Context: an optimization exercise on an open-source flow, tuned for small area, a short achievable clock period and few clock cycles. The choices shown serve that exercise and are no tape-out recipe.
The RTL was checked by simulation tests, not by an equivalence proof against the original design.
Power and IR drop assume default switching activity.

==> flow/config.mk <==
export PLATFORM = sky130hd
export DESIGN_NAME = doom_fpga
export DESIGN_NICKNAME = doom_fpga
export VERILOG_FILES = /design/flow/design.v
export SDC_FILE = /design/flow/constraint.sdc
export NUM_CORES = 4
export LEC_CHECK = 0
export CAP_MARGIN = 20
export CORE_MARGIN = 2
export CORE_UTILIZATION = 40
export SLEW_MARGIN = 20
export SYNTH_MEMORY_MAX_BITS = 8192
==> flow/constraint.sdc <==
create_clock -name core_clock -period 8.0 [get_ports {clk}]
set_input_delay 1.6000 -clock core_clock [delete_from_list [all_inputs] [get_ports {clk}]]
set_output_delay 1.6000 -clock core_clock [all_outputs]
set_load 0.01 [all_outputs]
==> flow/design.v <==
`timescale 1ns/1ns
`default_nettype none
package doom_pkg;
  localparam int ADDR_W      = 32;
  localparam int MEM_DATA_W  = 8;
  localparam int VGA_DATA_W  = 16;
  localparam int HOST_DATA_W = 32;
  localparam int HPS_ADDR_W  = 3;
  localparam int NUM_PARAMS  = 8;
  localparam int PAL_ENTRIES = 256;
  localparam int PAL_BYTES   = 768;
  localparam int PAL_IDX_W   = 8;
  localparam int PAL_BYTE_W  = 10;   
  localparam int COLOR_W     = 24;
  localparam int COUNT_W     = 16;   
  localparam logic [7:0] PHASE_STEP  = 8'd205;
  localparam logic [7:0] PHASE_START = 8'd153;
  localparam int FIFO_AW     = 3;    
  localparam int FIFO_DEPTH  = 8;    
  localparam int PARAM_SRC   = 1;
  localparam int PARAM_COUNT = 2;
  typedef enum logic [1:0] {
    WAITING,
    PALETTE,
    UPDATE,
    RESET
  } state_t;
  typedef enum logic [31:0] {
    CMD_SET_PALETTE   = 32'd1,
    CMD_FINISH_UPDATE = 32'd2,
    CMD_RESET         = 32'd3
  } cmd_t;
endpackage
`default_nettype wire
`timescale 1ns/1ns
`default_nettype none
module palette_ram (
  input  logic                             clk,
  input  logic                             wr0,
  input  logic                             wr1,
  input  logic [doom_pkg::VGA_DATA_W-1:0]  wdata,
  input  logic [doom_pkg::PAL_IDX_W-1:0]   raddr,
  output logic [doom_pkg::VGA_DATA_W-1:0]  rdata
);
  localparam int W = doom_pkg::VGA_DATA_W;
  localparam int N = doom_pkg::PAL_ENTRIES;
  logic [N*W-1:0] ring;
  logic [N*W-1:0] perm;
  always_ff @(posedge clk) begin
    ring <= {ring[(N-1)*W-1:0], ring[N*W-1:(N-1)*W]};
    if (wr0) ring[0 +: W]       <= wdata;
    if (wr1) ring[(N/2)*W +: W] <= wdata;
  end
  for (genvar j = 0; j < N; j++) begin : g_perm
    assign perm[j*W +: W] = ring[(((N - ((5 * j) % N)) % N) * W) +: W];
  end
  assign rdata = perm[raddr*W +: W];
endmodule
`default_nettype wire
`timescale 1ns/1ns
`default_nettype none
module palette_loader (
  input  logic                               clk,
  input  logic                               rst,
  input  logic                               start,
  input  logic                               rd_done,
  input  logic [doom_pkg::MEM_DATA_W-1:0]    rdata,
  input  logic [doom_pkg::PAL_IDX_W-1:0]     phase,    
  output logic                               wr0,
  output logic                               wr1,
  output logic [doom_pkg::VGA_DATA_W-1:0]    wdata,
  output logic                               done,
  output logic                               rd_ok     
);
  logic [1:0]                       ph;      
  logic [4:0]                       red;
  logic [5:0]                       green;
  logic                             pv;      
  logic [doom_pkg::PAL_IDX_W-1:0]   entry;   
  logic [doom_pkg::PAL_IDX_W-1:0]   phase1;
  logic                             wr, m0;
  logic [1:0]                       ph_n;
  assign wr     = pv && (phase[6:0] == entry[6:0]);
  assign wr0    = wr && (phase[7] == entry[7]);
  assign wr1    = wr && (phase[7] != entry[7]);
  assign done   = wr && (entry == '1);
  assign phase1 = phase + doom_pkg::PHASE_STEP;
  assign m0     = (phase1[6:0] == entry[6:0]);
  assign ph_n   = rd_done ? ((ph == 2'd2) ? 2'd0 : ph + 2'd1) : ph;
  assign rd_ok  = (ph_n != 2'd2) || !pv || wr || m0;
  always_ff @(posedge clk) begin
    if (rst) begin
      pv <= 1'b0;
    end else if (start) begin
      pv <= 1'b0;
    end else begin
      pv <= (rd_done && ph == 2'd2) || (pv && !wr);
    end
  end
  always_ff @(posedge clk) begin
    if (start) begin
      ph    <= 2'd0;
      entry <= '0;
    end else begin
      ph <= ph_n;
      if (wr) entry <= entry + 1'b1;
    end
    if (rd_done && ph == 2'd0) red   <= rdata[7:3];
    if (rd_done && ph == 2'd1) green <= rdata[7:2];
    if (rd_done && ph == 2'd2) wdata <= {red, green, rdata[7:3]};
  end
endmodule
`default_nettype wire
`timescale 1ns/1ns
`default_nettype none
module frame_updater (
  input  logic                               clk,
  input  logic                               rst,
  input  logic                               start,
  input  logic                               push,
  input  logic [doom_pkg::MEM_DATA_W-1:0]    rdata,
  input  logic [doom_pkg::PAL_IDX_W-1:0]     phase,    
  input  logic [doom_pkg::COUNT_W-1:0]       count,
  output logic                               rd_ok,    
  output logic                               done,     
  output logic [doom_pkg::PAL_IDX_W-1:0]     pal_raddr,
  input  logic [doom_pkg::VGA_DATA_W-1:0]    pal_rdata,
  input  logic                               vga_waitrequest,
  output logic                               vga_write,
  output logic [doom_pkg::VGA_DATA_W-1:0]    vga_writedata,
  output logic [doom_pkg::COUNT_W-1:0]       w_idx
);
  localparam int D  = doom_pkg::FIFO_DEPTH;
  localparam int PW = doom_pkg::FIFO_AW;
  logic [doom_pkg::PAL_IDX_W-1:0] fifo [D];
  logic [PW-1:0]                  wp, rp;
  logic [PW:0]                    n, n_n;
  logic                           jv, out_free, wr_done, adv, pop;
  logic [doom_pkg::COUNT_W-1:0]   w_inc;
  assign out_free = !vga_write || !vga_waitrequest;
  assign wr_done  = vga_write && !vga_waitrequest;
  assign adv      = jv && out_free;
  assign pop      = (n != '0) && (!jv || adv);
  assign n_n      = n + (PW+1)'(push) - (PW+1)'(pop);
  assign rd_ok    = (n_n < (PW+1)'(D));
  assign w_inc    = w_idx + 1'b1;
  assign done     = wr_done && (w_inc == count);
  always_ff @(posedge clk) begin
    if (push) fifo[wp] <= rdata;
  end
  always_ff @(posedge clk) begin
    if (rst) begin
      wp        <= '0;
      rp        <= '0;
      n         <= '0;
      jv        <= 1'b0;
      vga_write <= 1'b0;
    end else begin
      if (push) wp <= wp + 1'b1;
      if (pop)  rp <= rp + 1'b1;
      n         <= n_n;
      jv        <= pop || (jv && !adv);
      vga_write <= adv || (vga_write && !wr_done);
    end
  end
  always_ff @(posedge clk) begin
    pal_raddr <= pop ? fifo[rp] - phase : pal_raddr - doom_pkg::PHASE_STEP;
    if (adv) vga_writedata <= pal_rdata;
    if (start) w_idx <= '0;
    else if (wr_done) w_idx <= w_inc;
  end
endmodule
`default_nettype wire
`timescale 1ns/1ns
`default_nettype none
module doom_fpga (
  input  logic                                clk,
  input  logic                                main_rst,
  output logic [doom_pkg::ADDR_W-1:0]         mem_address,
  output logic                                mem_read,
  output logic                                mem_write,
  output logic [doom_pkg::MEM_DATA_W-1:0]     mem_writedata,
  input  logic [doom_pkg::MEM_DATA_W-1:0]     mem_readdata,
  input  logic                                mem_waitrequest,
  output logic [doom_pkg::ADDR_W-1:0]         vga_address,
  output logic                                vga_write,
  output logic [doom_pkg::VGA_DATA_W-1:0]     vga_writedata,
  input  logic                                vga_waitrequest,
  input  logic [doom_pkg::HPS_ADDR_W-1:0]     hps_address,
  input  logic                                hps_read,
  input  logic                                hps_write,
  input  logic [doom_pkg::HOST_DATA_W-1:0]    hps_writedata,
  output logic [doom_pkg::HOST_DATA_W-1:0]    hps_readdata,
  output logic                                hps_waitrequest
);
  logic [doom_pkg::HOST_DATA_W-1:0] params [doom_pkg::NUM_PARAMS];
  logic                             rst;       
  logic                             busy;      
  logic                             upd;       
  logic                             rd;        
  logic [doom_pkg::COUNT_W-1:0]     f_idx;     
  logic [doom_pkg::PAL_IDX_W-1:0]   phase;     
  logic                             acc, go_pal, go_upd, rd_done;
  logic [doom_pkg::COUNT_W-1:0]     count, lim, f_inc;
  logic                             more;
  logic                             pal_wr0, pal_wr1, pal_done, pal_ok;
  logic [doom_pkg::VGA_DATA_W-1:0]  pal_wdata;
  logic [doom_pkg::PAL_IDX_W-1:0]   pal_raddr;
  logic [doom_pkg::VGA_DATA_W-1:0]  pal_rdata;
  logic                             upd_done, upd_ok;
  logic [doom_pkg::COUNT_W-1:0]     w_idx;
  assign rst    = main_rst || (hps_write && hps_address == '0 && hps_writedata == doom_pkg::CMD_RESET);
  assign acc    = hps_write && !busy;
  assign go_pal = !rst && acc && hps_address == '0 && hps_writedata == doom_pkg::CMD_SET_PALETTE;
  assign go_upd = !rst && acc && hps_address == '0 && hps_writedata == doom_pkg::CMD_FINISH_UPDATE;
  assign hps_waitrequest = busy;
  assign hps_readdata    = params[hps_address];    
  always_ff @(posedge clk) begin
    if (acc) params[hps_address] <= hps_writedata;
  end
  assign count         = params[doom_pkg::PARAM_COUNT][doom_pkg::COUNT_W-1:0];
  assign rd_done       = rd && !mem_waitrequest;
  assign mem_read      = rd;
  assign mem_address   = params[doom_pkg::PARAM_SRC] + doom_pkg::ADDR_W'(f_idx);
  assign mem_write     = 1'b0;
  assign mem_writedata = '0;
  assign lim   = upd ? count : doom_pkg::COUNT_W'(doom_pkg::PAL_BYTES);
  assign f_inc = f_idx + 1'b1;
  assign more  = rd_done ? (f_inc != lim) : (f_idx != lim);
  always_ff @(posedge clk) begin
    if (rst) begin
      busy <= 1'b0;
      rd   <= 1'b0;
    end else if (go_pal || go_upd) begin
      busy <= 1'b1;
      rd   <= go_pal || (count != '0);
    end else if (busy) begin
      if (upd ? (count == '0 || upd_done) : pal_done) begin
        busy <= 1'b0;
        rd   <= 1'b0;
      end else begin
        rd   <= more && (upd ? upd_ok : pal_ok);
      end
    end
  end
  always_ff @(posedge clk) begin
    if (go_pal || go_upd) begin
      upd   <= go_upd;
      f_idx <= '0;
    end else if (rd_done) begin
      f_idx <= f_inc;
    end
  end
  always_ff @(posedge clk) begin
    if (go_pal) phase <= doom_pkg::PHASE_START;
    else        phase <= phase + doom_pkg::PHASE_STEP;
  end
  palette_loader palette_loader_i (
    .clk      (clk),
    .rst      (rst),
    .start    (go_pal),
    .rd_done  (rd_done && !upd),
    .rdata    (mem_readdata),
    .phase    (phase),
    .wr0      (pal_wr0),
    .wr1      (pal_wr1),
    .wdata    (pal_wdata),
    .done     (pal_done),
    .rd_ok    (pal_ok)
  );
  frame_updater frame_updater_i (
    .clk             (clk),
    .rst             (rst),
    .start           (go_upd),
    .push            (rd_done && upd),
    .rdata           (mem_readdata),
    .phase           (phase),
    .count           (count),
    .rd_ok           (upd_ok),
    .done            (upd_done),
    .pal_raddr       (pal_raddr),
    .pal_rdata       (pal_rdata),
    .vga_waitrequest (vga_waitrequest),
    .vga_write       (vga_write),
    .vga_writedata   (vga_writedata),
    .w_idx           (w_idx)
  );
  assign vga_address = doom_pkg::ADDR_W'(w_idx);
  palette_ram palette_ram_i (
    .clk   (clk),
    .wr0   (pal_wr0),
    .wr1   (pal_wr1),
    .wdata (pal_wdata),
    .raddr (pal_raddr),
    .rdata (pal_rdata)
  );
endmodule
`default_nettype wire
==> flow/run.sh <==
#!/bin/bash
# synth_recipe.tcl (not shown) runs the flow's synth.tcl, then flattens the netlist and writes it again
# the make line also repeats each setting of config.mk as NAME=value (left out here)
make -C /OpenROAD-flow-scripts/flow DESIGN_CONFIG=/design/flow/config.mk WORK_HOME=/design/flow/orfs CLKGATE_MAP_FILE= SYNTH_SCRIPT=/design/flow/synth_recipe.tcl finish
==> run summary, run 1 <==
Outcome
The run finished with no timing, DRC or antenna violations.

Clock network
The maximum count of clock buffers along a single path is 4. The H-tree depth is 5. After clock tree synthesis, the repair step resized 0 gates. Clock tree synthesis inserted a total of between 400 and 500 buffers. The tree is rooted in a sky130_fd_sc_hd__clkbuf_16.

The clock edge transition at the registers on the reported setup and hold paths is about 60 ps. The cts-stage hold buffer count is 0. The clock sink count is around 4500. Buffers added to address setup during post-CTS repair amount to 0. The TritonCTS clock tree is done.

For the worst-skew pair, the clock arrives at the later sink with an insertion delay of roughly 960 ps.

Drt
After detailed routing, the total wire length is 323000 um. In this run the remaining antenna-violating nets after routing total 0. The wire length per cell after detailed routing is roughly 23 um. The detail-routed via count per cell is 5.31. The first routing iteration left about 5600 violations.

The via total after detailed routing is between 70000 and 80000. For this run, design rule violations remaining after detail routing come to 0. For this run, the detailed router's first-pass iteration total came to 8.

Floorplan
During I/O placement, the number of pins put on the boundary was 173. The area of the die is approximately 340000 um^2. The initial utilization of the core area, before any placement, comes to about two fifths. Measured along the x axis, the die boundary spans slightly below 600 um.

The y dimension of the die is approximately 590 um. The placeable core region is around 340000 um^2. The number of rows created at floorplan is about 210.

Global routing
Entering global routing, the biggest net connects 140 pins. Global routing finished with a remaining overflow of 0. Global routing used around 18% of the available tracks. The number of antenna violations at the first check in global routing is 16. The first global-routing pass estimated around 490000 um of wire. The via count of the first global-routing pass is between 70000 and 80000.

Placement
The count of buffers inserted at the top-level ports is roughly 150. Routability-driven placement finished with a final weighted congestion of 0.797. The post-placement cell count is 13100. At the placement stage, the worst setup path has a slack of roughly 1700 ps.

The total placed instance area is roughly 140000 um^2. The HPWL after detailed placement is roughly 190000 um.

Hold path
The critical hold path startpoint is palette_ram_i.ring[3315]. The worst hold path was traced through 0 stages. The tightest min-delay check is of the reg -> reg type. For hold timing, the worst endpoint is palette_ram_i.ring[3331].

Synth
The portion of synthesized cell area occupied by the leading cell type is around three fifths. The number of library cell types mapped by synthesis is 76. The number of cells produced by synthesis is about 9000.

The share of flip-flops with an asynchronous set or reset after synthesis is 0%. The fraction of the yosys area taken by sequential cells is ~70%. The biggest area consumer among synthesized cells is sky130_fd_sc_hd__dfxtp_1. Yosys mapped a number of flops with a built-in enable equal to around 360. For this run, the leading register cell type out of synthesis is sky130_fd_sc_hd__dfxtp_1.

The synthesis warning total is 4. By area the synthesized netlist is led by sky130_fd_sc_hd__dfxtp_1, sky130_fd_sc_hd__mux4_2, sky130_fd_sc_hd__edfxtp_1, sky130_fd_sc_hd__mux2i_1, sky130_fd_sc_hd__o221ai_1. The mean area per synthesized cell is 15.2 um^2. In the post-synthesis netlist, the cell with the most instances is sky130_fd_sc_hd__dfxtp_1. The cell area that synthesis handed to floorplanning was approximately 140000 um^2.

By count the netlist is led by sky130_fd_sc_hd__dfxtp_1, sky130_fd_sc_hd__mux2i_1, sky130_fd_sc_hd__mux4_2. Synthesis inferred 4536 register bits.

Critical path
The capturing element type of the critical path is a primary output. For this design, the slowest cell found on the critical path is sky130_fd_sc_hd__nor2_2. The worst register-to-register path begins at frame_updater_i.pal_raddr[3].

In this design, the critical path's most frequently occurring cell is sky130_fd_sc_hd__clkdlybuf4s50_1. For flop-to-flop paths, the worst setup slack is roughly 3800 ps. Data arrives at the worst endpoint at 4810 ps. Walking the worst path, the cells encountered are clkdlybuf4s50_1, nand2_1, nor2_2, buf_4, a22oi_1, nand4_1, clkdlybuf4s50_1. On the worst path, the slowest cell contributes a delay of approximately 840 ps. The data required time of the critical path is between 6000 and 7000 ps.

The worst setup path is launched from an input pin. Along the worst path, the maximum fanout reaches 18. The reg-to-reg endpoint is frame_updater_i.vga_writedata[5]. The type of the setup path with the least slack is in -> out. The number of cells on the worst reg-to-reg path is 8.

Power and ir drop
Across the VDD grid, the largest voltage drop is 0.447 mV. The completed layout was analyzed and its total power is 56.5 mW. The leakage power total is just under 60 nW. Dividing total power by cell area gives a power density of around 360 nW/um^2.

STA
For the final routed database, the setup TNS stands at 0 ps. At the pin with the least slew margin, the transition time is roughly 1200 ps. The final hold violation count is 0. Setup repair after global routing left no endpoint under its margin. The number of pins exceeding their max-slew limit in the final report is 0.

Across all setup checks in the final design, the least slack found is between 1500 and 2000 ps. The final worst clock skew is 68.2 ps. The final critical-path required period is ~6400 ps. Of the available clock period, the critical path in the final layout requires 80.1%. The final setup violation count is 0. In this run the tightest slew margin relative to its limit is between 20 and 25%. The worst hold-check slack is 307 ps. Derived from the worst setup path, the maximum achievable clock frequency is around 160 MHz.

Job
The number of max-cap violations is 0.

Final layout
In the final layout, the share of cells above drive strength 1 is between 15 and 20%. The finished cells cover 156000 um^2. The count of placed standard cells in the final layout, fillers left out is roughly 14000. In the final design database the tool counted around 9000 nets.

Cells fill ~46% of the core in the end. The growth of design area from synthesis to finish is 15.2%.
metal layers:
metal  vias to the layer above  global-route usage [%]  wire length [um]
li1                      33700                       -                 -
met1                     37800                    26.8            153000
met2                      2031                    28.5            145000
met3                       476                    3.04             17700
met4                         6                    4.91              7170
met5                         -                       0                44
power by group:
part	total [mW]	switching, mW	internal, mW
sequential	23.5	0.422	23.1
combinational	12.1	7.95	4.13
clock	20.9	8.56	12.4
total	56.5	16.9	39.6
final cells by class:
| cell class | instances | area, um^2 |
|---|---|---|
| multi-input cells | 3802 | 38000 |
| repair buffers | 246 | 2540 |
| inverters | 38 | 161 |
| well taps | 4515 | 5650 |
| fillers | 29000 | 181000 |
| flip-flops and latches | 4536 | 94500 |
| clock buffers | 628 | 12800 |
| diodes | 12 | 30.0 |
| clock inverters | 168 | 2140 |
sequential cells by signal, indices dropped and copies added, names as in the netlist, 2 cells and up, named ones only:
register,count
frame_updater_i.w_idx,16
palette_ram_i.ring,4096
palette_loader_i.green,6
frame_updater_i.pal_raddr,8
params,256
palette_loader_i.wdata,16
palette_loader_i.red,5
f_idx,16
frame_updater_i.fifo,64
phase,8
frame_updater_i.vga_writedata,16
palette_loader_i.ph,2
frame_updater_i.rp,3
palette_loader_i.entry,8
frame_updater_i.wp,3
frame_updater_i.n,4
critical path: cells and delay by family:
family | cells | cell delay (ps)
AOI/OAI and AO/OA | 1 | 140
buffers and inverters | 3 | 1860
and+or+nand+nor | 3 | 1180
worst max-delay path by stage:
stage / startpoint / endpoint / slack [ps]
detailed placement: hps_address[2] / hps_readdata[27] / 1680
finish: hps_address[2] / hps_readdata[27] / 1590
CTS: params[1][1] / mem_address[31] / 1580
global route: params[1][1] / mem_address[31] / 1420
floorplan: hps_address[1] / params[0][0] / 2550
global placement: hps_address[2] / hps_readdata[16] / 1760
cell usage in the layout, fill, tap and decap left out, types with 74 or more instances in the layout:
cell and instances:
sky130_fd_sc_hd__clkbuf_8 102, sky130_fd_sc_hd__mux4_2 582, sky130_fd_sc_hd__dfxtp_1 4165, sky130_fd_sc_hd__o221ai_1 458, sky130_fd_sc_hd__xnor2_1 84, sky130_fd_sc_hd__clkbuf_16 441
sky130_fd_sc_hd__a22oi_1 129, sky130_fd_sc_hd__o21ai_0 108, sky130_fd_sc_hd__clkbuf_1 85, sky130_fd_sc_hd__o22ai_1 241, sky130_fd_sc_hd__nor2_1 142, sky130_fd_sc_hd__buf_4 74
sky130_fd_sc_hd__nand2_1 83, sky130_fd_sc_hd__clkinv_2 80, sky130_fd_sc_hd__edfxtp_1 364, sky130_fd_sc_hd__clkdlybuf4s50_1 146, sky130_fd_sc_hd__a21oi_1 280, sky130_fd_sc_hd__nor3_1 220
sky130_fd_sc_hd__mux2i_1 960
cells by family (layout without fill, tap and decap cells):
kind of cell | Yosys count | after routing | share of synthesized area [%]
compound gates | 1342 | 1342 | 6.99
flops | 4536 | 4536 | 69.8
buf+inv | 587 | 1080 | 2.27
other cells | 1 | 37 | 0.00277
mux | 1580 | 1580 | 17.1
fa+ha+maj | 38 | 38 | 0.368
xor+xnor | 132 | 132 | 0.855
simple gates | 685 | 685 | 2.57
Testbench counts, summed over its fixed seeds: cycles 1,346,434.
==> run 2, diff against run 1 <==
--- a/flow/design.v
+++ b/flow/design.v
@@ -14,6 +14,6 @@
   localparam int COLOR_W     = 24;
   localparam int COUNT_W     = 16;   
-  localparam logic [7:0] PHASE_STEP  = 8'd205;
-  localparam logic [7:0] PHASE_START = 8'd153;
+  localparam logic [7:0] PHASE_STEP  = 8'd1;
+  localparam logic [7:0] PHASE_START = 8'd249;
   localparam int FIFO_AW     = 3;    
   localparam int FIFO_DEPTH  = 8;    
@@ -53,7 +53,20 @@
   end
   for (genvar j = 0; j < N; j++) begin : g_perm
-    assign perm[j*W +: W] = ring[(((N - ((5 * j) % N)) % N) * W) +: W];
+    assign perm[j*W +: W] = ring[(((N - j) % N) * W) +: W];
+  end
+  logic [15:0] sel_lo, sel_hi;
+  logic [16*W-1:0] grp;
+  for (genvar k = 0; k < 16; k++) begin : g_sel
+    assign sel_lo[k] = (raddr[3:0] == k[3:0]);
+    assign sel_hi[k] = (raddr[7:4] == k[3:0]);
+  end
+  always_comb begin
+    grp = '0;
+    for (int g = 0; g < 16; g++)
+      for (int k = 0; k < 16; k++)
+        grp[g*W +: W] = grp[g*W +: W] | (perm[(16*g+k)*W +: W] & {W{sel_lo[k]}});
+    rdata = '0;
+    for (int g = 0; g < 16; g++) rdata = rdata | (grp[g*W +: W] & {W{sel_hi[g]}});
   end
-  assign rdata = perm[raddr*W +: W];
 endmodule
 `default_nettype wire
@@ -78,13 +91,14 @@
   logic                             pv;      
   logic [doom_pkg::PAL_IDX_W-1:0]   entry;   
-  logic [doom_pkg::PAL_IDX_W-1:0]   phase1;
+  logic [doom_pkg::PAL_IDX_W-1:0]   phase1, tslot;
   logic                             wr, m0;
   logic [1:0]                       ph_n;
-  assign wr     = pv && (phase[6:0] == entry[6:0]);
-  assign wr0    = wr && (phase[7] == entry[7]);
-  assign wr1    = wr && (phase[7] != entry[7]);
+  assign tslot  = {entry[5:0], entry[7:6]};
+  assign wr     = pv && (phase[6:0] == tslot[6:0]);
+  assign wr0    = wr && (phase[7] == tslot[7]);
+  assign wr1    = wr && (phase[7] != tslot[7]);
   assign done   = wr && (entry == '1);
   assign phase1 = phase + doom_pkg::PHASE_STEP;
-  assign m0     = (phase1[6:0] == entry[6:0]);
+  assign m0     = (phase1[6:0] == tslot[6:0]);
   assign ph_n   = rd_done ? ((ph == 2'd2) ? 2'd0 : ph + 2'd1) : ph;
   assign rd_ok  = (ph_n != 2'd2) || !pv || wr || m0;
@@ -165,5 +179,5 @@
   end
   always_ff @(posedge clk) begin
-    pal_raddr <= pop ? fifo[rp] - phase : pal_raddr - doom_pkg::PHASE_STEP;
+    pal_raddr <= pop ? {fifo[rp][5:0], fifo[rp][7:6]} - phase : pal_raddr - doom_pkg::PHASE_STEP;
     if (adv) vga_writedata <= pal_rdata;
     if (start) w_idx <= '0;
@@ -199,8 +213,9 @@
   logic                             upd;       
   logic                             rd;        
-  logic [doom_pkg::COUNT_W-1:0]     f_idx;     
+  logic [doom_pkg::COUNT_W-1:0]     f_left;    
+  logic [doom_pkg::ADDR_W-1:0]      addr;      
   logic [doom_pkg::PAL_IDX_W-1:0]   phase;     
   logic                             acc, go_pal, go_upd, rd_done;
-  logic [doom_pkg::COUNT_W-1:0]     count, lim, f_inc;
+  logic [doom_pkg::COUNT_W-1:0]     count, f_dec;
   logic                             more;
   logic                             pal_wr0, pal_wr1, pal_done, pal_ok;
@@ -222,10 +237,9 @@
   assign rd_done       = rd && !mem_waitrequest;
   assign mem_read      = rd;
-  assign mem_address   = params[doom_pkg::PARAM_SRC] + doom_pkg::ADDR_W'(f_idx);
+  assign mem_address   = addr;
   assign mem_write     = 1'b0;
   assign mem_writedata = '0;
-  assign lim   = upd ? count : doom_pkg::COUNT_W'(doom_pkg::PAL_BYTES);
-  assign f_inc = f_idx + 1'b1;
-  assign more  = rd_done ? (f_inc != lim) : (f_idx != lim);
+  assign f_dec = f_left - 1'b1;
+  assign more  = rd_done ? (f_dec != '0) : (f_left != '0);
   always_ff @(posedge clk) begin
     if (rst) begin
@@ -246,8 +260,10 @@
   always_ff @(posedge clk) begin
     if (go_pal || go_upd) begin
-      upd   <= go_upd;
-      f_idx <= '0;
+      upd    <= go_upd;
+      f_left <= go_pal ? doom_pkg::COUNT_W'(doom_pkg::PAL_BYTES) : count;
+      addr   <= params[doom_pkg::PARAM_SRC];
     end else if (rd_done) begin
-      f_idx <= f_inc;
+      f_left <= f_dec;
+      addr   <= addr + 1'b1;
     end
   end
--- a/flow/config.mk
+++ b/flow/config.mk
@@ -6,7 +6,11 @@
 export NUM_CORES = 4
 export LEC_CHECK = 0
+export ABC_CLOCK_PERIOD_IN_PS = 4500
 export CAP_MARGIN = 20
 export CORE_MARGIN = 2
-export CORE_UTILIZATION = 40
+export CORE_UTILIZATION = 55
+export CTS_CLUSTER_DIAMETER = 120
+export CTS_CLUSTER_SIZE = 25
+export SETUP_SLACK_MARGIN = 3.8
 export SLEW_MARGIN = 20
 export SYNTH_MEMORY_MAX_BITS = 8192
==> run 2 against run 1 <==
Die area is 30% lower; non-clock buffer count is 173 higher; core utilization is 14 points higher; sequential share of layout area rose by 6.9 points; wire length up 31%.
==> run summary, run 2 <==
STA
Setup repair after global routing could not meet its margin everywhere. The achievable frequency is roughly 230 MHz. The final hold violation count is 0. Subtracting the final worst setup slack from the clock period gives about 4400 ps. Setup violations remaining at the end of the flow were counted as 0. For the final database, setup skew stands at just over 40 ps. The normalized max-slew margin is around 18%. The worst setup margin is ~3600 ps. Dividing the final minimum period by the clock period gives a little under three fifths. The final sum of negative setup slack is 0 ps. For the pin with the worst max-slew slack, the measured transition is 1230 ps. The number of pins exceeding their max-slew limit in the final report came to 0.

Clock network
In this run the clock root is driven by a sky130_fd_sc_hd__clkbuf_16. In this run the deepest clock path goes through 3 buffers. The clock sink count is 4568. The source-to-sink clock delay at the later pin of the worst-skew pair is ~920 ps. The H-tree depth is 4. The TritonCTS clock tree is done.

The clock edge transition at the registers on the reported setup and hold paths is around 90 ps. The number of clock buffers inserted by TritonCTS is 200.

Power and ir drop
In this run the static leakage power is just over 50 nW. For this design the ratio of total power to cell area is between 300 and 400 nW/um^2. The maximum vdd ir drop is between 0.3 and 0.4 mV.

Synth
The share of flip-flops with an asynchronous set or reset after synthesis is 0%. The cell area after technology mapping is approximately 130000 um^2. The number of cells produced by synthesis is 9462. By area the synthesized netlist is led by sky130_fd_sc_hd__dfxtp_1, sky130_fd_sc_hd__edfxtp_1, sky130_fd_sc_hd__a22oi_1, sky130_fd_sc_hd__a22o_1, sky130_fd_sc_hd__a221oi_1. The most frequently used cell type in the post-synthesis netlist is sky130_fd_sc_hd__dfxtp_1. After synthesis the netlist holds a flip-flop and latch count of around 4600. The number of library cell types mapped by synthesis is 84. After synthesis, the most frequently instantiated cells are sky130_fd_sc_hd__dfxtp_1, sky130_fd_sc_hd__a22oi_1, sky130_fd_sc_hd__edfxtp_1.

The number of enable-type register cells in the synthesized netlist is 412. A synthesized cell averages 13.7 um^2. The synthesis warning total is 4. Of all cell types, the one taking the most synthesized area is sky130_fd_sc_hd__dfxtp_1.

Sequential cells were found to cover approximately three quarters of the synthesized design area. For this run, the leading register cell type out of synthesis is sky130_fd_sc_hd__dfxtp_1. The portion of synthesized cell area occupied by the leading cell type is between 60% and 70%.

Placement
Buffers placed on the I/O ports in this run total around 150. Detailed placement ended at an HPWL of between 200000 and 250000 um. At the placement stage, the worst setup path has a slack of roughly 1800 ps. Counting tap cells, the placed design contains a total of ~12000 instances. The congestion estimate from routability-driven global placement came to 0.858.

Final layout
The most common library cell in the layout ignoring fill and taps is sky130_fd_sc_hd__dfxtp_1. In the final layout, the registers with the most flip-flops are palette_ram_i.ring (4096), params (256), frame_updater_i.fifo (64). The area growth from synthesis to layout is 9.59%. The register with the most flip-flops in the layout has ~4100 of them. The final layout contains ~9600 nets. The library cells used most frequently in the layout, excluding fill and tap cells, are sky130_fd_sc_hd__dfxtp_1, sky130_fd_sc_hd__a22oi_1, sky130_fd_sc_hd__edfxtp_1. Ranked by flip-flop count, first place goes to palette_ram_i.ring. The post-route netlist has slightly below 9% of its cells at a drive strength greater than 1.

The count of placed standard cells in the final layout, fillers left out is around 13000.

Critical path
The worst register-to-register path ends at frame_updater_i.vga_writedata[5]. The number of cells on the worst reg-to-reg path is 9. The count of buffering cells on the critical path with inverters included is 5. Along the worst path, the maximum fanout reaches 8. Data arrives at the worst endpoint at ~2800 ps. The data required time of the critical path is between 6000 and 7000 ps.

The reg-to-reg startpoint is frame_updater_i.pal_raddr[3]. Among cell families on the critical path, the largest total delay comes from buffers and inverters. The register-to-register setup slack is roughly 3800 ps. STA classifies the critical path startpoint as an input pin. The most critical setup path has its startpoint at hps_address[1].

The worst setup path is captured at a primary output. The most used cell along the critical path is sky130_fd_sc_hd__buf_16. In this run the number of cells on the critical path is 8. The setup path with the least slack is of type in -> out. Following the worst setup path forward leads to its endpoint at hps_readdata[30]. The signal on the critical path passes through buf_16, nor3b_4, buf_4, buf_8, buf_16, a22oi_2, nand4_1, buf_2. The critical path's slowest cell is sky130_fd_sc_hd__buf_2.

The largest single stage delay on the critical path is 200 ps.

Drt
The top routing layer in use is met5. After detailed routing, the average wire length per cell comes to between 30 and 40 um. The routed design uses a little over 40000 um of met3 wire. The initial detailed-routing violation count is about 11000. The count of nets left with antenna violations once routing finished came out at 0.

The met1 layer wirelength in the final routing is about 180000 um. The detail-routed via count per cell is around 6.5. After detailed routing, the number of remaining DRC violations is 0. The post-detailed-routing wire length is approximately 420000 um. The routed design uses between 150000 and 200000 um of met2 wire. The via total after detailed routing is about 83000. Before antenna repair, the detailed router went through 7 iterations.

Hold path
The path class of the lowest-slack min-delay path is reg -> reg. The critical hold path startpoint is palette_ram_i.ring[2376].

Global routing
Summed over all layers, the global routing overflow is 0. Entering global routing, the biggest net connects roughly 110 pins. The total track usage is around a third. The number of antenna violations at the first check in global routing was 37. The global-route wire length before repair is 596000 um.

The via count of the first global-routing pass was around 80000.

Job
Max-cap violations in this run came to 0.

Outcome
The run finished with no timing, DRC or antenna violations.

Floorplan
The placeable core region is approximately 230000 um^2. The floorplan has about 180 rows. The count of boundary I/O pins is 173.

The width of the die is between 400 and 500 um. The starting density of the core is a little under three fifths. The area of the die is around 240000 um^2.

The y dimension of the die is between 400 and 500 um.
[run 2: worst min path at each step]
stage | depth (start not counted) | to | slack [ps]
after detailed placement | 0 | palette_ram_i.ring[3629] | 330
after CTS | 0 | palette_ram_i.ring[2632] | 330
after global routing | 0 | palette_ram_i.ring[1678] | 330
after global placement | 0 | palette_ram_i.ring[2124] | 330
after floorplan | 0 | palette_ram_i.ring[2412] | 320
final | 0 | palette_ram_i.ring[2392] | 330
[run 2: cell type report]
cell class | instances | area (um^2)
multi-input combinational | 4249 | 31800
tap | 3132 | 3920
antenna | 17 | 42.5
clock inverter | 11 | 119
inverter | 46 | 188
clock buffer | 250 | 5240
timing repair buffer | 419 | 4660
sequential | 4568 | 95600
fill | 18100 | 91400
[run 2: cell families after synthesis]
| group | share of synthesized area [%] |
|---|---|
| compound gates | 15.4 |
| xor+xnor | 0.780 |
| fa+ha+maj | 0.273 |
| buf+inv | 2.24 |
| flops | 74.0 |
| mux | 2.85 |
| other cells | 0.00290 |
| simple gates | 4.46 |
[run 2: where the power goes]
part	switching, mW	internal [mW]
Sequential	0.251	23.2
Combinational	8.26	1.83
Clock	6.90	4.63
[run 2: metal layers]
layer  GRT usage (%)  vias to the layer above
li1                -                    35300
met1            49.3                    42200
met2            52.8                     4362
met3            6.32                      756
met4            12.6                       18
met5               0                        -
[run 2: stage by stage]
stage                     power (mW)  hold WS, ps  utilization (%)  area, um^2
after detailed placement        33.3          330             57.6      134000
after CTS                       44.7          325             60.7      141000
after global routing            45.8          332             60.7      142000
after global placement          33.2          328             57.5      134000
final                           45.0          326             60.8      142000
after floorplan                 27.7          323                -      129000
[run 2: repair_timing]
action / in CTS / in global routing
setup buffers: 63 / 8
pin swaps: 84 / 26
endpoints found under the setup margin: 117 / 93
hold buffers: 0 / 0
gates cloned: 27 / 2
resized for setup: 331 / 20
Testbench counts of run 2, summed over its fixed seeds: cycles 1,344,832.
==> run 3, diff against run 2 <==
--- a/flow/config.mk
+++ b/flow/config.mk
@@ -12,5 +12,5 @@
 export CTS_CLUSTER_DIAMETER = 120
 export CTS_CLUSTER_SIZE = 25
-export SETUP_SLACK_MARGIN = 3.8
+export SETUP_SLACK_MARGIN = 4.3
 export SLEW_MARGIN = 20
 export SYNTH_MEMORY_MAX_BITS = 8192
==> run 3 against run 2 <==
Highest routed layer unchanged; sequential share of layout area is 1.3 points lower; sequential power hardly changed; synthesized area stayed put; still clean on timing, DRC and antenna.
==> run summary, run 3 <==
Outcome
The run finished with no timing, DRC or antenna violations.

Critical path
The capturing instance or port of the critical path is hps_readdata[17]. The critical path is of the in -> out type. The number of cells on the worst reg-to-reg path is 10.

Traced cell by cell, the critical path runs through buf_12, buf_8, nor3_4, buf_6, buf_12, buf_12, a22oi_2, nand4_1, buf_2. The source of the critical timing path is hps_address[2]. The worst setup path is launched from an input pin. STA puts the critical path data required time at 6400 ps. In this run the critical register-to-register path is launched from frame_updater_i.pal_raddr[0].

The register-to-register setup slack is around 4200 ps. The capturing element type of the critical path is a primary output. Among all stages on the critical path, the largest delay is contributed by sky130_fd_sc_hd__nor3_4. The most used cell along the critical path is sky130_fd_sc_hd__buf_12. The delay of the slowest cell on the worst path is approximately 210 ps. Data on the critical path arrives at its endpoint at ~2900 ps. Along the worst path, the maximum fanout reaches 8. The worst register-to-register path ends at frame_updater_i.vga_writedata[10].

Synth
By area the synthesized netlist is led by sky130_fd_sc_hd__dfxtp_1, sky130_fd_sc_hd__edfxtp_1, sky130_fd_sc_hd__a22oi_1, sky130_fd_sc_hd__a22o_1, sky130_fd_sc_hd__a221oi_1. The portion of synthesized cell area occupied by the leading cell type is between 60 and 70%. The mean area per synthesized cell is around 14 um^2. The share of flip-flops with an asynchronous set or reset after synthesis is 0%. In this run, synthesis produced a sequential element count of approximately 4600.

After synthesis the cells add up to 129000 um^2. In the synthesized netlist the dominant register cell turns out to be sky130_fd_sc_hd__dfxtp_1. The number of enable-type register cells in the synthesized netlist is between 400 and 500. The synthesis warning total is 4.

The fraction of the yosys area taken by sequential cells is roughly 74%. Of all cell types, the one taking the most synthesized area is sky130_fd_sc_hd__dfxtp_1. Counting distinct cell types in the post-synthesis netlist gives 84. Synthesis handed over a netlist of between 9000 and 10000 instances. The most frequently used cell type in the post-synthesis netlist is sky130_fd_sc_hd__dfxtp_1.

By count the netlist is led by sky130_fd_sc_hd__dfxtp_1, sky130_fd_sc_hd__a22oi_1, sky130_fd_sc_hd__edfxtp_1.

Floorplan
For this configuration, the core starts out at a cell density of a little under three fifths. The floorplan step set the die width to 489 um. The placeable core region is about 230000 um^2. The count of boundary I/O pins is roughly 170. The number of rows created at floorplan is about 180. The y dimension of the die is approximately 490 um.

The floorplan step defined a die boundary enclosing 239000 um^2.

Final layout
The register bank with the most flops is palette_ram_i.ring. The count of placed standard cells in the final layout, fillers left out is ~13000. The library cell used most frequently in the layout, excluding fill and tap cells, is sky130_fd_sc_hd__dfxtp_1.

The number of flip-flops under the largest register name is approximately 4000. Cells with a size suffix above 1 make up between 10% and 20% of the layout. In the layout the commonest cells are sky130_fd_sc_hd__dfxtp_1, sky130_fd_sc_hd__a22oi_1, sky130_fd_sc_hd__edfxtp_1. Compared with the post-synthesis result, the final layout area differs by 11.8%. After the last flow step, the layout net total stands at 9698. The largest registers in the layout are palette_ram_i.ring (4096), params (256), frame_updater_i.fifo (64).

Clock network
The clock passes through at most 3 buffers. TritonCTS built the clock tree. The cts-stage hold buffer count is 0. Counting every sink on the clock net gives between 4000 and 5000. The source-to-sink clock delay at the later pin of the worst-skew pair is about 920 ps. The library cell used as clock root buffer is sky130_fd_sc_hd__clkbuf_16.

The H-tree generated during clock tree synthesis spans 4 levels. The clock edge transition at the registers on the reported setup and hold paths is ~100 ps. The number of clock buffers inserted by TritonCTS is 200.

Power and ir drop
The maximum vdd ir drop is between 0.3 and 0.4 mV. The analysis attributes to cell leakage a power of 52.0 nW. Dividing total power by cell area gives a power density of about 330 nW/um^2.

Global routing
Global routing finished with a remaining overflow of 0. Global routing used a little over a third of the available tracks across all layers. The via count of the first global-routing pass is about 82000. The number of antenna violations at the first check in global routing is 48. The first global-routing pass estimated a little over 600000 um of wire. Entering global routing, the biggest net connects 91 pins.

STA
The achievable frequency is between 200 and 250 MHz. Setup repair after global routing could not meet its margin everywhere. The final clock period utilization by the worst path is between 50% and 60%. The final critical-path required period is about 4500 ps. The worst-margin pin slew is 1210 ps. The final setup violation count is 0. The final sum of negative setup slack is 0 ps. The number of pins exceeding their max-slew limit in the final report is 0.

The final hold violation count is 0. The final worst clock skew is around 51 ps. The normalized max-slew margin is approximately a fifth.

Drt
After detailed routing, the average wire length per cell comes to 35.5 um. In the routed design, unresolved DRC markers number 0. The initial detailed-routing violation count is around 13000. The pre-antenna-repair detailed-routing pass consisted of 9 iterations.

The count of nets left with antenna violations once routing finished came out at 0. The via total after detailed routing is between 80000 and 90000. The post-detailed-routing wire length is between 400000 and 500000 um. Using the TritonRoute via totals, the vias-per-cell ratio works out to approximately 6.6.

Placement
The half-perimeter wire length after detailed placement is around 240000 um. At the end of routability-driven placement, the weighted congestion stood at about 0.86. The count of buffers inserted at the top-level ports is 146. The post-placement cell count is 12300.

Job
Max-cap violations in this run came to 0.

Hold path
In this run the worst hold path is classified as reg -> reg.
==> run 3: worst min path at each step <==
stage | start | endpoint | cells past startpoint
after floorplan | palette_ram_i.ring[2396] | palette_ram_i.ring[2412] | 0
after global placement | palette_ram_i.ring[2396] | palette_ram_i.ring[2412] | 0
after detailed placement | palette_ram_i.ring[3661] | palette_ram_i.ring[3677] | 0
final | palette_ram_i.ring[3901] | palette_ram_i.ring[3917] | 0
after global routing | palette_ram_i.ring[3901] | palette_ram_i.ring[3917] | 0
after CTS | palette_ram_i.ring[3901] | palette_ram_i.ring[3917] | 0
==> run 3: routing by layer <==
layer	vias up	wire (um)	GRT usage, %
met2	5312	198000	54.9
met4	28	21200	15.3
met1	43400	187000	51.4
li1	35700	-	-
met3	883	49300	7.58
met5	-	194	0
==> run 3: final cells by class <==
| cell class | count | area (um^2) |
|---|---|---|
| well taps | 3132 | 3920 |
| diodes | 26 | 65.1 |
| multi-input cells | 4251 | 32200 |
| clock inverters | 8 | 114 |
| flip-flops and latches | 4568 | 95600 |
| repair buffers | 554 | 7090 |
| clock buffers | 254 | 5310 |
| inverters | 46 | 205 |
| repair inverters | 1 | 7.51 |
| fillers | 17900 | 88500 |
==> run 3: what timing repair did <==
action | 4_1_cts | 5_1_grt
resized for setup | 443 | 130
gates cloned | 53 | 17
setup buffers | 125 | 35
setup endpoints to repair | 247 | 116
pin swaps | 86 | 52
hold endpoints to repair | 0 | 0
==> run 3: critical path: cells and delay by family <==
| kind | cells | cell delay [ps] |
|---|---|---|
| simple gates | 2 | 350 |
| buf+inv | 6 | 840 |
| compound gates | 1 | 90 |
==> run 3: cell families (layout without fill, tap and decap cells) <==
logic type	after synthesis	count (layout)	share of synthesized area [%]
adders and majority gates	27	27	0.273
buffers and inverters	679	863	2.24
muxes	324	324	2.85
and+or+nand+nor	1159	1171	4.46
AOI/OAI and AO/OA	2589	2589	15.4
xor gates and xnor gates	115	115	0.780
other	1	51	0.00290
DFF	4568	4568	74.0
==> run 3: report_power, final <==
part	internal (mW)	leakage (nW)	switching (mW)
logic	2.69	12.2	9.25
registers	23.2	37.2	0.221
clock network	4.69	2.63	6.97
total	30.6	52.0	16.4
==> run 3: through the flow <==
step	utilization, %	area [um^2]	power (mW)	hold WS (ps)	setup WS [ps]
after floorplan	-	130000	27.7	323	3500
after global placement	57.6	134000	33.3	325	1750
after detailed placement	57.6	134000	33.3	329	1630
after CTS	61.5	143000	46.0	315	3540
after global routing	62.0	144000	47.5	327	3480
final	62.0	144000	47.0	306	3500
==> run 4, diff against run 3 <==
--- a/flow/design.v
+++ b/flow/design.v
@@ -55,17 +55,20 @@
     assign perm[j*W +: W] = ring[(((N - j) % N) * W) +: W];
   end
-  logic [15:0] sel_lo, sel_hi;
-  logic [16*W-1:0] grp;
-  for (genvar k = 0; k < 16; k++) begin : g_sel
-    assign sel_lo[k] = (raddr[3:0] == k[3:0]);
-    assign sel_hi[k] = (raddr[7:4] == k[3:0]);
+  logic [7:0] sel_lo;
+  logic [31:0] sel_hi;
+  logic [32*W-1:0] grp;
+  for (genvar k = 0; k < 8; k++) begin : g_sel_lo
+    assign sel_lo[k] = (raddr[2:0] == k[2:0]);
+  end
+  for (genvar k = 0; k < 32; k++) begin : g_sel_hi
+    assign sel_hi[k] = (raddr[7:3] == k[4:0]);
   end
   always_comb begin
     grp = '0;
-    for (int g = 0; g < 16; g++)
-      for (int k = 0; k < 16; k++)
-        grp[g*W +: W] = grp[g*W +: W] | (perm[(16*g+k)*W +: W] & {W{sel_lo[k]}});
+    for (int g = 0; g < 32; g++)
+      for (int k = 0; k < 8; k++)
+        grp[g*W +: W] = grp[g*W +: W] | (perm[(8*g+k)*W +: W] & {W{sel_lo[k]}});
     rdata = '0;
-    for (int g = 0; g < 16; g++) rdata = rdata | (grp[g*W +: W] & {W{sel_hi[g]}});
+    for (int g = 0; g < 32; g++) rdata = rdata | (grp[g*W +: W] & {W{sel_hi[g]}});
   end
 endmodule
--- a/flow/config.mk
+++ b/flow/config.mk
@@ -12,5 +12,5 @@
 export CTS_CLUSTER_DIAMETER = 120
 export CTS_CLUSTER_SIZE = 25
-export SETUP_SLACK_MARGIN = 4.3
+export SETUP_SLACK_MARGIN = 3.8
 export SLEW_MARGIN = 20
 export SYNTH_MEMORY_MAX_BITS = 8192
==> run 4 against run 3 <==
Still clean on timing, DRC and antenna; clock skew decreased by 20 ps; global-route usage fell by 7.7 points; sequential cell count unchanged; final cell count decreased by 6.9%.
==> run summary, run 4 <==
Outcome
The run finished with no timing, DRC or antenna violations.

Final layout
Leaving out fill and tap cells, the most frequent cell in the layout is sky130_fd_sc_hd__dfxtp_1. Counting flops per register, the top entry is palette_ram_i.ring. In the final layout, the registers with the most flip-flops are palette_ram_i.ring (4096), params (256), frame_updater_i.fifo (64). The fill cell instance count of the final layout is roughly 17000.

In the final layout, the share of cells above drive strength 1 is between 10% and 20%. The growth of design area from synthesis to finish is 9.17%. The net count reported at finish is roughly 8900. In the layout the commonest cells are sky130_fd_sc_hd__dfxtp_1, sky130_fd_sc_hd__a22oi_1, sky130_fd_sc_hd__edfxtp_1. The number of flip-flops under the largest register name is 4096.

Drt
The detailed-routing iteration count for the pre-antenna-repair pass is 6. The first routing iteration left 8012 violations. Detailed routing inserted a total of around 75000 vias. The detail-routed via count per cell is 6.31.

In this run the remaining antenna-violating nets after routing total 0. After detailed routing, the number of remaining DRC violations is 0. The post-detailed-routing wire length is approximately 350000 um. The wire length per cell after detailed routing is 29.3 um.

Placement
Detailed placement ended at an HPWL of between 150000 and 200000 um. The count of buffers inserted at the top-level ports is 146. The worst slack at placement is 1690 ps. The routability congestion estimate from global placement is 0.796.

Floorplan
During I/O placement, the number of pins put on the boundary was between 150 and 200. From left edge to right edge, the die measures 484 um. The floorplan has approximately 180 rows. In this run the standard cell core region covers 230000 um^2. The initial utilization of the core area, before any placement, comes to a little under three fifths. In this run the vertical extent of the chip is roughly 480 um. The floorplan step defined a die boundary enclosing 235000 um^2.

Critical path
The worst setup path is of the in -> out kind. The critical path goes through buf_12, nand2_8, nor2_4, buf_8, buf_16, buf_6, a22oi_2, nand4_1, buf_2. The critical path data arrival time is between 2000 and 3000 ps. Grouping stages by cell kind, the critical path spends the most delay in buffers and inverters.

The maximum fanout along the worst path is 6. For this run, the slowest stage of the critical path takes 220 ps. The largest individual stage delay along the critical path comes from the cell sky130_fd_sc_hd__nand4_1. The worst setup path is captured at a primary output. The startpoint type of the worst setup path is an input pin.

The data required time of the critical path is around 6400 ps. The number of buffers and inverters on the critical path is 5.

STA
The achievable frequency is between 200 and 250 MHz. The number of pins exceeding their max-slew limit in the final report was 0. The final hold violation count was 0. After routing, the total negative slack on setup checks comes to 0 ps. Setup violations remaining at the end of the flow were counted as 0. The final clock period utilization by the worst path is a little under three fifths.

The worst hold-check slack is roughly 330 ps. Setup repair after global routing could not meet its margin everywhere. Setup slack on the critical path of the routed design comes to around 3600 ps. The routed design could run at a clock period as short as between 4000 and 5000 ps. The normalized max-slew margin is between 20% and 30%. The final worst clock skew is between 30 and 40 ps. The worst-margin pin slew is about 1200 ps.

Global routing
The number of antenna violations at the first check in global routing is 23. The maximum number of pins on one net before global-route repair is 126. Across every metal layer, demand over resource in global routing totals 28.8%. For this run the aggregate overflow at the end of global routing stands at 0. The first global-routing pass estimated approximately 510000 um of wire. The via count of the first global-routing pass is 75800.

Clock network
After clock tree synthesis, the clock-pin slew on the worst setup and hold paths is around 90 ps. The number of clock buffers inserted by TritonCTS is 200. The H-tree depth is 4. For this design, the sink count on the clock tree is roughly 4600. The source-to-sink clock delay at the later pin of the worst-skew pair is 880 ps. The library cell used as clock root buffer is sky130_fd_sc_hd__clkbuf_16. The TritonCTS clock tree is done. The clock passes through at most 3 buffers.

The cts-stage hold buffer count is 0.

Synth
The biggest area consumer among synthesized cells is sky130_fd_sc_hd__dfxtp_1. The simple-gate portion of the synthesized area is under 10%. After synthesis, the largest family of logic cells by area is compound AO/OA/AOI/OAI gates.

In the synthesized netlist the async set-or-reset flop fraction comes to 0%. The number of library cell types mapped by synthesis is 72. Synthesis produced just under 9000 cells. The fraction of the yosys area taken by sequential cells is approximately 75%. The cell area after technology mapping is 127000 um^2. By area the synthesized netlist is led by sky130_fd_sc_hd__dfxtp_1, sky130_fd_sc_hd__edfxtp_1, sky130_fd_sc_hd__a22oi_1, sky130_fd_sc_hd__mux2_2, sky130_fd_sc_hd__a31oi_1. The synthesized netlist devotes 0.278% of its cell area to adder and majority cells. Synthesis inferred about 4600 register bits.

The dominant synthesized flop cell is sky130_fd_sc_hd__dfxtp_1. The number of enable-type register cells in the synthesized netlist is just over 400. The mean area per synthesized cell is approximately 14 um^2. The proportion of synthesized area in mux cells is between 3 and 4%. The synthesis warning total is 4. The portion of synthesized cell area occupied by the leading cell type is 65.6%. Summing the areas of all compound-gate instances in the mapped netlist gives roughly 15% of the synthesized area.

By count the netlist is led by sky130_fd_sc_hd__dfxtp_1, sky130_fd_sc_hd__a22oi_1, sky130_fd_sc_hd__edfxtp_1. The xor and xnor area share after synthesis is 0.808%. The most frequently used cell type in the post-synthesis netlist is sky130_fd_sc_hd__dfxtp_1.

Hold path
The min-delay analysis places its worst path in the category reg -> reg.

Power and ir drop
The maximum vdd ir drop is 0.324 mV. The power per cell area is ~300 nW/um^2. The internal power contribution is approximately 29 mW.

The share of total power in combinational logic is 16.3%. The clock network fraction of total power is between 20% and 30%. The share of total power dissipated in sequential elements is between 50% and 60%. In this run switching power makes up ~30% of total power. The net load switching power is 12.5 mW. For this design the static power due to leakage is 47.5 nW.

Job
The tool flagged a number of max-cap violations equal to 0.
-- run 4: what timing repair did --
action | in CTS | in global routing
cloned | 28 | 4
gates resized for setup | 287 | 54
pin swaps | 61 | 41
hold endpoints to repair | 0 | 0
setup endpoints to repair | 136 | 118
buffers inserted | 33 | 8
-- run 4: per-stage QoR --
step	instances	total power [mW]	instance area [um^2]	util [%]
2_1_floorplan	8905	27.0	127000	-
3_3_place_gp	11600	30.3	131000	57.1
3_5_place_dp	11600	30.2	131000	57.1
4_1_cts	11900	41.6	138000	60.1
5_1_grt	11900	42.7	138000	60.3
6_report	11900	41.6	138000	60.3
-- run 4: area by class of cell --
class / instances / area, um^2 / share of cell area, %
Clock inverter: 9 / 105 / 0.0759
Inverter: 26 / 104 / 0.0750
Clock buffer: 253 / 5310 / 3.83
Antenna cell: 13 / 32.5 / 0.0235
Sequential cell: 4568 / 95600 / 69.0
Tap cell: 3026 / 3790 / 2.73
Timing Repair Buffer: 321 / 3770 / 2.72
Timing Repair inverter: 1 / 7.51 / 0.00542
Multi-Input combinational cell: 3731 / 29800 / 21.5
-- run 4: path summary, 6_finish.rpt --
check,start,end,slack (ps),depth (start not counted)
min,palette_ram_i.ring[2721],palette_ram_i.ring[2737],330,0
min reg2reg,palette_ram_i.ring[2721],palette_ram_i.ring[2737],330,0
max reg2reg,frame_updater_i.pal_raddr[1],frame_updater_i.vga_writedata[14],3790,10
max,hps_address[1],hps_readdata[25],3580,9
-- run 4: layer usage --
metal  wire (um)  global-route usage, %  vias to the layer above  share of wire [%]
li1            -                      -                    33500                  -
met3       23200                   4.44                      453                6.6
met2      161000                   45.6                     2671                 46
met1      157000                   41.3                    38800                 45
met4        8940                   7.85                        8                2.6
met5          38                      0                        -              0.011
-- run 4: logic make-up after synthesis --
group / after synthesis
other: 1
flip-flops: 4568
buffers and inverters: 616
AO/OA/AOI/OAI: 2530
adder cells (fa/ha/maj): 27
AND/OR/NAND/NOR: 627
multiplexers: 395
XOR/XNOR: 117
-- run 4: power groups by stage --
stage	logic [mW]	registers (mW)	clock network, mW
finish	6.78	23.3	11.5
global placement	6.38	23.9	0
floorplan	3.24	23.7	0
global route	6.90	23.4	12.4
detailed placement	6.37	23.9	0
CTS	6.63	23.4	11.7
Testbench counts of run 4, summed over its fixed seeds: cycles 1,344,832.
==> run 5, diff against run 4 <==
--- a/flow/config.mk
+++ b/flow/config.mk
@@ -9,5 +9,5 @@
 export CAP_MARGIN = 20
 export CORE_MARGIN = 2
-export CORE_UTILIZATION = 55
+export CORE_UTILIZATION = 62
 export CTS_CLUSTER_DIAMETER = 120
 export CTS_CLUSTER_SIZE = 25
==> run 5 against run 4 <==
Core utilization increased by 7.3 points; clock power about the same; synthesized area unchanged; critical path type unchanged; non-clock buffer count decreased by 5; clock skew increased by 8.4 ps; die area decreased by 11%; wire length decreased by 3.4%.
==> run summary, run 5 <==
Floorplan
The initial utilization of the core area, before any placement, comes to between 60% and 70%. The width of the die is about 460 um. The die is about 460 um tall.

The area of the die is 208000 um^2. The floorplan step defined a core boundary enclosing just over 200000 um^2. The count of boundary I/O pins is 173.

The floorplan has approximately 170 rows.

Critical path
The worst register-to-register path ends at frame_updater_i.vga_writedata[12]. The worst register-to-register path has a depth of 10. The startpoint type of the worst setup path is an input pin. The critical path data arrival time is around 2800 ps.

The maximum fanout along the worst path is 7. The critical path is of the in -> out type. The data required time of the critical path is roughly 6400 ps.

In this run the register-to-register setup slack is around 3800 ps. The reg-to-reg startpoint is frame_updater_i.pal_raddr[0]. STA classifies the critical path endpoint as a primary output.

Outcome
The flow ran to the end and the layout has no timing, DRC or antenna violations.

Drt
The met2 wire length is between 150000 and 200000 um. The first detailed-routing pass took 9 iterations. The via total after detailed routing is ~75000. In the routed layout, each cell is associated on average with a via count of roughly 6.5. The residual antenna-violating net count after detailed routing is 0. The routed design uses between 20000 and 25000 um of met3 wire. The post-detailed-routing wire length is ~340000 um. After detailed routing, the average wire length per cell comes to between 20 and 30 um.

The detailed router finished its first iteration with 8531 violations. In the routed design, unresolved DRC markers number 0. The top routing layer in use is met5.

After detailed routing, the wire length on met1 is between 100000 and 150000 um.

Clock network
The number of hold buffers added after CTS was 0. The clock edge transition at the registers on the reported setup and hold paths is roughly 90 ps. At the later pin of the worst-skew pair, clock insertion delay measures about 900 ps. TritonCTS built the clock tree. In this run the clock root is driven by a sky130_fd_sc_hd__clkbuf_16. The clock passes through at most 3 buffers.

For this design, the sink count on the clock tree is around 4600. The number of clock buffers inserted by TritonCTS is 200. In this run the number of H-tree levels came out at 4.

STA
At the pin with the least slew margin, the transition time is about 1200 ps. After routing, the total negative slack on setup checks comes to 0 ps. The achievable frequency is 227 MHz. The routed design could run at a clock period as short as approximately 4400 ps.

The number of pins exceeding their max-slew limit in the final report is 0. Setup repair after global routing could not meet its margin everywhere. Setup violations remaining at the end of the flow were counted as 0. The final worst clock skew is around 40 ps. The normalized max-slew margin is between 10% and 20%.

The final hold violation count is 0. The final clock period utilization by the worst path is a little under three fifths. Once routing completed, OpenROAD measured the worst setup slack at 3590 ps. Hold timing on the final database bottoms out at a slack of around 330 ps.

Global routing
Entering global routing, the biggest net connects around 160 pins. In the global route stage, overall resource usage came out at 31.7%. The global-route wire length before repair is 500000 um. The residual overflow from global routing is 0. The via count of the first global-routing pass came to roughly 76000. The number of antenna violations at the first check in global routing came to 34.

Synth
The dominant synthesized flop cell is sky130_fd_sc_hd__dfxtp_1. In the post-synthesis netlist, the biggest area contributors are sky130_fd_sc_hd__dfxtp_1, sky130_fd_sc_hd__edfxtp_1, sky130_fd_sc_hd__a22oi_1, sky130_fd_sc_hd__mux2_2, sky130_fd_sc_hd__a31oi_1. In the post-synthesis netlist, the cell with the most instances is sky130_fd_sc_hd__dfxtp_1. The count of state elements after synthesis is around 4600. The synthesis warning total is 4.

After synthesis, the mean cell area works out to ~14 um^2. Of all flip-flops after synthesis, the portion carrying an async set or reset was 0%. Ranked by instance count, the synthesized netlist is headed by sky130_fd_sc_hd__dfxtp_1, sky130_fd_sc_hd__a22oi_1, sky130_fd_sc_hd__edfxtp_1. Of all cell types, the one taking the most synthesized area is sky130_fd_sc_hd__dfxtp_1. The number of enable-type register cells in the synthesized netlist is slightly above 400. The number of library cell types mapped by synthesis is a little over 70. The cell area after technology mapping is ~130000 um^2. The number of cells produced by synthesis is between 8000 and 9000. The fraction of the yosys area taken by sequential cells is about three quarters.

The portion of synthesized cell area occupied by the leading cell type is ~66%.

Placement
Timing analysis after detailed placement gives a worst setup slack of ~1800 ps. The half-perimeter wire length after detailed placement is about 180000 um. The count of buffers inserted at the top-level ports is ~150. Routability-driven placement finished with a final weighted congestion of between 0.8 and 0.9. The post-placement cell count is between 10000 and 15000.

Final layout
The footprint of the multi-input gates is between 20000 and 30000 um^2. The register bank with the most flops is palette_ram_i.ring. The final layout contains between 8000 and 9000 nets. The most common library cell in the layout ignoring fill and taps is sky130_fd_sc_hd__dfxtp_1.

The register area is between 90000 and 100000 um^2. The largest registers in the layout are palette_ram_i.ring (4096), params (256), frame_updater_i.fifo (64). The register with the most flip-flops in the layout has just over 4000 of them. The fraction of layout cells with a size suffix above 1 is around 11%. From synthesis to final layout, the design area changed by 8.62%. Leaving out filler cells and counting taps, the final layout contains around 12000. Counting the fill cells in the layout gives 14400. In the layout the commonest cells are sky130_fd_sc_hd__dfxtp_1, sky130_fd_sc_hd__a22oi_1, sky130_fd_sc_hd__edfxtp_1.

Job
The number of max-cap violations is 0.

Hold path
The critical hold path startpoint is palette_ram_i.ring[2390]. Counting instances, the worst hold path has a depth of 0. The worst hold path terminates at palette_ram_i.ring[2406]. The path class of the tightest hold or removal check is reg -> reg.

Power and ir drop
The leakage power total is 47.4 nW. Dividing total power by cell area gives a power density of 300 nW/um^2. The maximum vdd ir drop is 0.384 mV.
-- run 5: cell counts after synthesis --
No cell type changed its count.
-- run 5: metrics by stage --
stage	power [mW]	instance area, um^2	utilization, %
floorplan	27.0	127000	-
global placement	30.1	131000	64.1
detailed placement	30.1	131000	64.1
CTS	41.4	138000	67.4
global route	42.4	138000	67.6
finish	41.4	138000	67.6
-- run 5: per-layer routing --
metal,up-vias,track usage [%]
li1,33500,-
met1,38300,45.2
met2,3110,49.9
met3,520,4.58
met4,8,10.6
met5,-,0
-- run 5: worst max-delay path by stage --
stage                     cells after the start           start  slack [ps]                to
after floorplan                               5  hps_address[0]        3740  hps_readdata[14]
after global placement                        6  hps_address[2]        1810   hps_readdata[9]
after detailed placement                      6  hps_address[2]        1770   hps_readdata[9]
after CTS                                     7  hps_address[2]        3600  hps_readdata[22]
after global routing                          8  hps_address[0]        3560  hps_readdata[13]
final                                         8  hps_address[0]        3590  hps_readdata[13]
-- run 5: final cells by class --
type | count | area share [%]
Clock inverter | 6 | 0.0672
Antenna cell | 9 | 0.0163
Inverter | 26 | 0.0745
Tap cell | 2688 | 2.44
Multi-Input combinational cell | 3731 | 21.6
Clock buffer | 262 | 3.94
Sequential cell | 4568 | 69.4
Timing Repair Buffer | 316 | 2.55
-- run 5: what timing repair did --
action                     CTS  global route
resized for setup          272            38
gates cloned                25             2
pin swaps                   50            27
setup endpoints to repair  108            86
buffers inserted            30             4
-- run 5: worst max-delay path: stages --
cell                      delay (ps)
sky130_fd_sc_hd__buf_16          130
sky130_fd_sc_hd__nor3b_4         170
sky130_fd_sc_hd__buf_12          140
sky130_fd_sc_hd__buf_8           130
sky130_fd_sc_hd__buf_16          150
sky130_fd_sc_hd__a22oi_2         130
sky130_fd_sc_hd__nand4_1         160
sky130_fd_sc_hd__buf_2           180
-- run 5: cell families after synthesis --
kind of cell | count (synthesis) | synth area share, %
and+or+nand+nor | 627 | 2.67
adders and majority gates | 27 | 0.278
other | 1 | 0.00296
buffers and inverters | 616 | 1.99
muxes | 395 | 3.64
xor gates and xnor gates | 117 | 0.808
AOI/OAI and AO/OA | 2530 | 15.3
DFF | 4568 | 75.3
-- run 5: where the power goes --
| group | internal (mW) | switching, mW |
|---|---|---|
| sequential | 23.2 | 0.148 |
| clock | 4.78 | 6.74 |
| combinational | 1.16 | 5.37 |
| total | 29.1 | 12.3 |
==> run 6, diff against run 5 <==
--- a/flow/config.mk
+++ b/flow/config.mk
@@ -6,11 +6,10 @@
 export NUM_CORES = 4
 export LEC_CHECK = 0
-export ABC_CLOCK_PERIOD_IN_PS = 4500
 export CAP_MARGIN = 20
 export CORE_MARGIN = 2
-export CORE_UTILIZATION = 62
+export CORE_UTILIZATION = 55
 export CTS_CLUSTER_DIAMETER = 120
 export CTS_CLUSTER_SIZE = 25
-export SETUP_SLACK_MARGIN = 3.8
+export SETUP_SLACK_MARGIN = 3.65
 export SLEW_MARGIN = 20
 export SYNTH_MEMORY_MAX_BITS = 8192
==> run 6 against run 5 <==
Still clean; worst setup slack better by 8.8 ps; synthesized area is the same; synthesized cell count did not move; final cell count rose by 2.7%; critical path type unchanged; largest cell class unchanged; largest power group unchanged.
==> run summary, run 6 <==
Synth
The synthesis warning total is 4. The portion of synthesized cell area occupied by the leading cell type is roughly two thirds. Synthesis inferred approximately 4600 register bits. The biggest area contributor in the post-synthesis netlist is sky130_fd_sc_hd__dfxtp_1. The most frequently used cell type in the post-synthesis netlist is sky130_fd_sc_hd__dfxtp_1.

The synthesized netlist devotes 2.67% of its cell area to simple gates. The fraction of the yosys area taken by sequential cells is roughly 75%. After Yosys synthesis, full adders, half adders and majority gates account for less than 1% of the synthesized area.

Hold path
The path class of the tightest hold or removal check is reg -> reg. The worst hold path was traced through 0 stages.

Global routing
The via count of the first global-routing pass is between 70000 and 80000. The maximum number of pins on one net before global-route repair is 154. The residual overflow from global routing is 0. The number of antenna violations at the first check in global routing came to 27.

Critical path
In this run the critical register-to-register path is launched from frame_updater_i.pal_raddr[1]. The worst setup path is launched from an input pin. Across all register-to-register paths, the minimum setup slack is ~3800 ps.

The data required time of the critical path is 6400 ps. Counting cells, the worst reg-to-reg path comes to 11. STA classifies the critical path endpoint as a primary output. The endpoint identified for the worst register-to-register timing path is frame_updater_i.vga_writedata[14]. The critical path is of the in -> out type. The critical path's slowest cell is sky130_fd_sc_hd__nand4_1.

Walking the worst path, the cells encountered are buf_12, nand2_8, nor2_4, buf_6, buf_12, buf_6, a22oi_1, nand4_1, buf_2.

STA
The worst path in the final design needs a cycle of about 4400 ps, including I/O delays and setup. Setup repair after global routing could not meet its margin everywhere. The final hold violation count is 0. Across the routed clock network, the largest skew measured is 28.0 ps. The achievable frequency is around 230 MHz.

Placement
The count of buffers added on input and output ports is approximately 150. Routability-driven placement finished with a final weighted congestion of ~0.82. The half-perimeter wire length after detailed placement is 183000 um.

Floorplan
The number of rows created at floorplan is ~180. The initial utilization of the core area, before any placement, comes to a little under three fifths. The count of boundary I/O pins is around 170.

Drt
The detailed-routing iteration count for the pre-antenna-repair pass is 6. After detailed routing, the number of remaining DRC violations is 0. The detail-routed via count per cell is between 6 and 7.

The detail route stage leaves a number of antenna-violating nets equal to 0. In the final routed layout, each cell accounts on average for ~29 um. Summed over all layers, the routed wires come to 343000 um.

Outcome
The flow ran to the end and the layout has no timing, DRC or antenna violations.

Clock network
The maximum count of clock buffers along a single path is 3.

Final layout
Counting the fill cells in the layout gives between 15000 and 20000. Leaving out fill and tap cells, the most frequent cell in the layout is sky130_fd_sc_hd__dfxtp_1. The post-route netlist has 10.3% of its cells at a drive strength greater than 1.

Job
Max-cap violations in this run came to 0.

Power and ir drop
Summed over all cells, the static leakage comes to around 47 nW. The post-route total power is slightly above 40 mW.
run 6: cell counts after synthesis:
Identical to the previous run, type by type.
run 6: per-stage QoR:
| step | util, % | setup WS, ps | instances | instance area [um^2] | hold WS [ps] |
|---|---|---|---|---|---|
| finish | 59.9 | 3600 | 11900 | 137000 | 339 |
| global route | 59.8 | 3610 | 11900 | 137000 | 341 |
| CTS | 59.7 | 3560 | 11900 | 137000 | 340 |
| detailed placement | 57.1 | 1440 | 11600 | 131000 | 331 |
| global placement | 57.1 | 1570 | 11600 | 131000 | 327 |
| floorplan | - | 3630 | 8905 | 127000 | 326 |
run 6: how the worst max path moves through the flow:
stage | startpoint | slack [ps] | depth (start not counted) | to
global route | hps_address[2] | 3610 | 7 | hps_readdata[3]
finish | hps_address[0] | 3600 | 9 | hps_readdata[3]
global placement | hps_address[0] | 1570 | 7 | addr[26]
detailed placement | hps_address[0] | 1440 | 7 | addr[26]
floorplan | hps_address[2] | 3630 | 5 | hps_readdata[11]
CTS | hps_address[2] | 3560 | 7 | hps_readdata[3]
run 6: cell type report:
type                       count  area, um^2  area share, %
tap                         3026        3790           2.75
sequential                  4568       95600           69.5
inverter                      26         103         0.0746
clock inverter                15         206          0.150
antenna                       14        35.0         0.0255
timing repair buffer         294        3160           2.30
multi-input combinational   3726       29400           21.4
clock buffer                 247        5200           3.78
run 6: worst max-delay path: cells and delay by family:
| kind | cells | cell delay, ps |
|---|---|---|
| AOI/OAI and AO/OA | 1 | 140 |
| buffers and inverters | 5 | 720 |
| and+or+nand+nor | 3 | 330 |
run 6: kinds of logic (layout without fill, tap and decap cells):
group | after synthesis | after routing
and+or+nand+nor | 627 | 632
buffers and inverters | 616 | 582
other | 1 | 39
muxes | 395 | 395
AOI/OAI and AO/OA | 2530 | 2530
adders and majority gates | 27 | 27
DFF | 4568 | 4568
xor gates and xnor gates | 117 | 117
run 6: repair_timing:
action,4_1_cts,5_1_grt
pin swaps,22,16
gates resized for setup,207,31
hold buffers,0,0
endpoints found under the setup margin,151,72
cloned,7,5
buffers inserted,27,6
run 6: power breakdown:
part | switching, mW | total (mW) | internal, mW
combinational | 5.39 | 6.55 | 1.16
clock | 6.82 | 11.5 | 4.63
sequential | 0.176 | 23.3 | 23.2
run 6: layer usage:
| metal | vias up | wire (um) | GRT usage (%) |
|---|---|---|---|
| met5 | - | 0 | 0 |
| met4 | 0 | 9170 | 7.92 |
| met3 | 404 | 21300 | 4.01 |
| met2 | 2426 | 157000 | 44.7 |
| met1 | 38300 | 155000 | 40.7 |
| li1 | 33400 | - | - |

[afterwards: timing with drivers on the ports]
The flow's constraints put no driver on any port. The routed layouts listed below were extracted and timed again, unchanged, in two steps.
Step 1 assumes that a clkbuf_16 drives the clock port and a buf_2 every other input.
Step 2 also shifts input and output timing later by t, the mid clock arrival at the registers, as if the neighbouring blocks saw the same clock.
a / b / c = ideal / step 1 / step 2; a / b = the first two.
run	t, ns	setup WS [ns]
run 1	1.038	1.595 / 1.545 / 1.570
run 2	0.984	3.571 / 3.441 / 3.062
run 3	1.008	3.500 / 3.394 / 3.394
run 4	0.960	3.579 / 3.465 / 3.062
run 5	0.957	3.594 / 3.428 / 2.966
run 6	0.970	3.603 / 3.517 / 2.907
After both steps every run listed still meets setup and hold.
